Context: an optimization exercise on an open-source flow, tuned for small area and a short achievable clock period. The choices shown serve that exercise and are no tape-out recipe.
In this exercise RTL edits were held to simulation tests only and were not proved equivalent to the original.
Power and IR drop assume default switching activity.

// if_stage
module if_stage #(
    parameter int unsigned BTB_IDX_BITS = 4,
    parameter logic [31:0] RESET_PC     = 32'h0000_0000,
    parameter logic [31:0] NOP_INST     = 32'h0000_0013
) (
    input  logic        clk,
    input  logic        reset,
    input  logic        stall,
    input  logic        flush,
    input  logic [31:0] redirect_pc,
    input  logic        upd_valid,
    input  logic [31:0] upd_pc,
    input  logic        upd_taken,
    input  logic [31:0] upd_target,
    output logic [31:0] imem_addr,
    input  logic [31:0] imem_inst,
    output logic [31:0] if_id_inst,
    output logic [31:0] if_id_pc,
    output logic        if_id_valid,
    output logic        if_id_pred_taken,
    output logic [31:0] if_id_pred_target
);
For scale: about 3200 cells after synthesis, roughly 1100 flip-flops, about 260 I/O pins, ~49000 um2 of cells after synthesis.
clock: 6.0 ns
lec_check: 0
cap_margin: 20
core_margin: 2
core_utilization: 55
setup_slack_margin: 3.5
slew_margin: 20
standard.sh (not shown) runs the stock make flow with config.mk's settings and CLKGATE_MAP_FILE= SYNTH_SCRIPT=/design/flow/synth_recipe.tcl, a recipe that flattens the netlist after the stock synthesis.
==> flow/flow/run.sh <==
#!/bin/bash
set -euo pipefail
export BUFFER_PORTS_ARGS="-buffer_cell sky130_fd_sc_hd__buf_2"
export CTS_ARGS="-sink_clustering_enable -repair_clock_nets -dont_use_dummy_load -sink_clustering_size 30 -sink_clustering_max_diameter 80"
bash standard.sh MATCH_CELL_FOOTPRINT=0 finish > flow_make.log 2>&1
The starting point finished clean.
Then changed:
==> flow/flow/run.sh (replaced) <==
#!/bin/bash
set -euo pipefail
export BUFFER_PORTS_ARGS="-buffer_cell sky130_fd_sc_hd__buf_2"
export CTS_ARGS="-sink_clustering_enable -repair_clock_nets -dont_use_dummy_load -sink_clustering_size 30 -sink_clustering_max_diameter 80"
bash standard.sh > flow_make.log 2>&1
- worst setup slack improves by 0.040 ns
- fmax is higher by 1.3%
- flip-flop and latch count stays the same
- register-to-register slack gains 0.04 ns
- total power went down by 1.1%
Then changed:
--- a/flow/config.mk
+++ b/flow/config.mk
@@ -6,7 +6,7 @@
 export NUM_CORES = 4
 export LEC_CHECK = 0
-export CAP_MARGIN = 20
+export CAP_MARGIN = 5
 export CORE_MARGIN = 2
 export CORE_UTILIZATION = 55
 export SETUP_SLACK_MARGIN = 3.5
-export SLEW_MARGIN = 20
+export SLEW_MARGIN = 5
Non-clock buffer count does not change.
Via count stays the same.
Die area is unchanged.
Then changed:
==> flow/flow/run.sh (replaced) <==
#!/bin/bash
set -euo pipefail
export BUFFER_PORTS_ARGS="-buffer_cell sky130_fd_sc_hd__buf_2"
export CTS_ARGS="-sink_clustering_enable -repair_clock_nets -dont_use_dummy_load -sink_clustering_size 25 -sink_clustering_max_diameter 70"
bash standard.sh > flow_make.log 2>&1
--- a/flow/config.mk
+++ b/flow/config.mk
@@ -6,7 +6,7 @@
 export NUM_CORES = 4
 export LEC_CHECK = 0
-export CAP_MARGIN = 5
+export CAP_MARGIN = 20
 export CORE_MARGIN = 2
-export CORE_UTILIZATION = 55
+export CORE_UTILIZATION = 60
 export SETUP_SLACK_MARGIN = 3.5
-export SLEW_MARGIN = 5
+export SLEW_MARGIN = 20
After rerunning: The new run went through all stages and came out clean. Worst hold slack degrades by 0.016 ns. First-iteration DRC count fell by 1.0%. Setup slack gets worse by 0.14 ns. Clock-buffer cell count is higher by 7. Critical path depth falls by 1. Utilization grows by 7.4 points. Routed wire length went up by 3.4%. Non-clock buffer count grows by 43.


Another version of the RTL of if_stage (not shown whole).
Size in the first run: roughly 3200 cells after synthesis, roughly 1100 flip-flops, ~0.049 sq mm of cells after synthesis.
## if_stage
module if_stage #(
    parameter int unsigned BTB_IDX_BITS = 4,
    parameter logic [31:0] RESET_PC     = 32'h0000_0000,
    parameter logic [31:0] NOP_INST     = 32'h0000_0013
) (
    input  logic        clk,
    input  logic        reset,
    input  logic        stall,
    input  logic        flush,
    input  logic [31:0] redirect_pc,
    input  logic        upd_valid,
    input  logic [31:0] upd_pc,
    input  logic        upd_taken,
    input  logic [31:0] upd_target,
    output logic [31:0] imem_addr,
    input  logic [31:0] imem_inst,
    output logic [31:0] if_id_inst,
    output logic [31:0] if_id_pc,
    output logic        if_id_valid,
    output logic        if_id_pred_taken,
    output logic [31:0] if_id_pred_target
);
clock: 6.0 ns
lec_check: 0
cap_margin: 20
core_margin: 2
core_utilization: 55
setup_slack_margin: 3.15
slew_margin: 20
==> flow/flow/run.sh <==
#!/bin/bash
set -euo pipefail
export BUFFER_PORTS_ARGS="-buffer_cell sky130_fd_sc_hd__buf_2"
export CTS_ARGS="-sink_clustering_enable -repair_clock_nets -dont_use_dummy_load -sink_clustering_size 30 -sink_clustering_max_diameter 80"
bash standard.sh > flow_make.log 2>&1
Next try:
==> flow/run.sh (new file) <==
#!/bin/bash
# synth_recipe.tcl (not shown) runs the flow's synth.tcl, then flattens the netlist and writes it again
# the make line also repeats each setting of config.mk as NAME=value (left out here)
make -C /OpenROAD-flow-scripts/flow DESIGN_CONFIG=/design/flow/config.mk WORK_HOME=/design/flow/orfs CLKGATE_MAP_FILE= SYNTH_SCRIPT=/design/flow/synth_recipe.tcl finish
--- a/flow/config.mk
+++ b/flow/config.mk
@@ -11 +11 @@
-export SETUP_SLACK_MARGIN = 3.15
+export SETUP_SLACK_MARGIN = 3.5
@@ -12,0 +13 @@
+export TNS_END_PERCENT = 10
removed: flow/flow/run.sh
removed: flow/standard.sh
Global-route usage rises by 1.8 points.
Wire length rises by 8.4%.
Final area rises by 11%.
Flip-flop and latch count stays the same.
Total power rises by 25%.
Combinational power rises by 16%.
Clock power rises by 88%.
Worst setup slack is worse by 0.036 ns.
Next try:
==> flow/flow/run.sh (new file) <==
#!/bin/bash
set -euo pipefail
export BUFFER_PORTS_ARGS="-buffer_cell sky130_fd_sc_hd__buf_2"
export CTS_ARGS="-sink_clustering_enable -repair_clock_nets -dont_use_dummy_load -sink_clustering_size 30 -sink_clustering_max_diameter 80"
bash standard.sh > flow_make.log 2>&1
==> flow/standard.sh (new file) <==
#!/bin/bash
# synth_recipe.tcl (not shown) runs the flow's synth.tcl, then flattens the netlist and writes it again
# the make line also repeats each setting of config.mk as NAME=value (left out here)
make -C /OpenROAD-flow-scripts/flow DESIGN_CONFIG=/design/flow/config.mk WORK_HOME=/design/flow/orfs CLKGATE_MAP_FILE= SYNTH_SCRIPT=/design/flow/synth_recipe.tcl "${@:-finish}"
--- a/flow/config.mk
+++ b/flow/config.mk
@@ -11 +11 @@
-export SETUP_SLACK_MARGIN = 3.5
+export SETUP_SLACK_MARGIN = 2.6
@@ -13 +12,0 @@
-export TNS_END_PERCENT = 10
removed: flow/run.sh
Result:
- power shrinks by 23%
- first-iteration DRC count drops by 21%
- setup slack got worse by 0.45 ns
- count of clock-buffer cells in the layout fell by 101
- synthesized area does not change
- sequential share of layout area is higher by 8.7 points
- wire length fell by 14%
- design area is lower by about 15%
Next try:
==> flow/run.sh (new file) <==
#!/bin/bash
# synth_recipe.tcl (not shown) runs the flow's synth.tcl, then flattens the netlist and writes it again
# the make line also repeats each setting of config.mk as NAME=value (left out here)
make -C /OpenROAD-flow-scripts/flow DESIGN_CONFIG=/design/flow/config.mk WORK_HOME=/design/flow/orfs CLKGATE_MAP_FILE= SYNTH_SCRIPT=/design/flow/synth_recipe.tcl finish
--- a/flow/config.mk
+++ b/flow/config.mk
@@ -11 +11 @@
-export SETUP_SLACK_MARGIN = 2.6
+export SETUP_SLACK_MARGIN = 3.5
removed: flow/flow/run.sh
removed: flow/standard.sh
Outcome:
- The changed run completed without violations
- synthesized cell count is unchanged
- flip-flop and latch count does not change
- wire length went up by about a fifth
- design area went up by about a fifth
- final cell count grows by roughly a tenth
- first-iteration DRC count goes up by a quarter to a third
- global-route usage came out higher by 5.9 points
- clock skew falls by 0.037 ns
- register-to-register slack improves by 0.39 ns
- count of clock-buffer cells in the layout is higher by 93
- sequential share of layout area went down by 9.3 points

re-timing with driven ports:
How much do the figures lean on ideal ports? The routed layouts below were timed once more, with nothing changed but the port constraints. Step 1, drivers: a clkbuf_16 drives clk and a buf_2 each remaining input, both assumed. Step 2, shift: input delay + t, output delay - t, t = (earliest + latest rising clock arrival at the registers) / 2. This alone moves slack from input paths to output paths. Slacks: ideal / step 1 / step 2; pairs: ideal / step 1.
run | t, ns | setup slack, ns | worst setup path after step 2
the first run of note 1 | 0.726 | 2.975 / 2.975 / 2.362 | input to register
the second run of note 1 | 0.718 | 3.015 / 3.015 / 2.547 | input to register
the third run of note 1 | 0.718 | 3.015 / 3.015 / 2.547 | input to register
the fourth run of note 1 | 0.728 | 2.876 / 2.876 / 2.480 | input to register
the first run of note 2 | 0.722 | 3.108 / 3.027 / 2.305 | input to register
the second run of note 2 | 0.782 | 3.071 / 3.025 / 2.317 | input to register
the third run of note 2 | 0.705 | 2.622 / 2.601 / 1.957 | input to register
the fourth run of note 2 | 0.774 | 3.056 / 3.033 / 2.398 | input to register
After both steps every run listed still meets setup and hold. For the first run of note 2, which loses most, drivers alone change the setup slack by -0.081 ns; drivers and shift together by -0.803 ns.
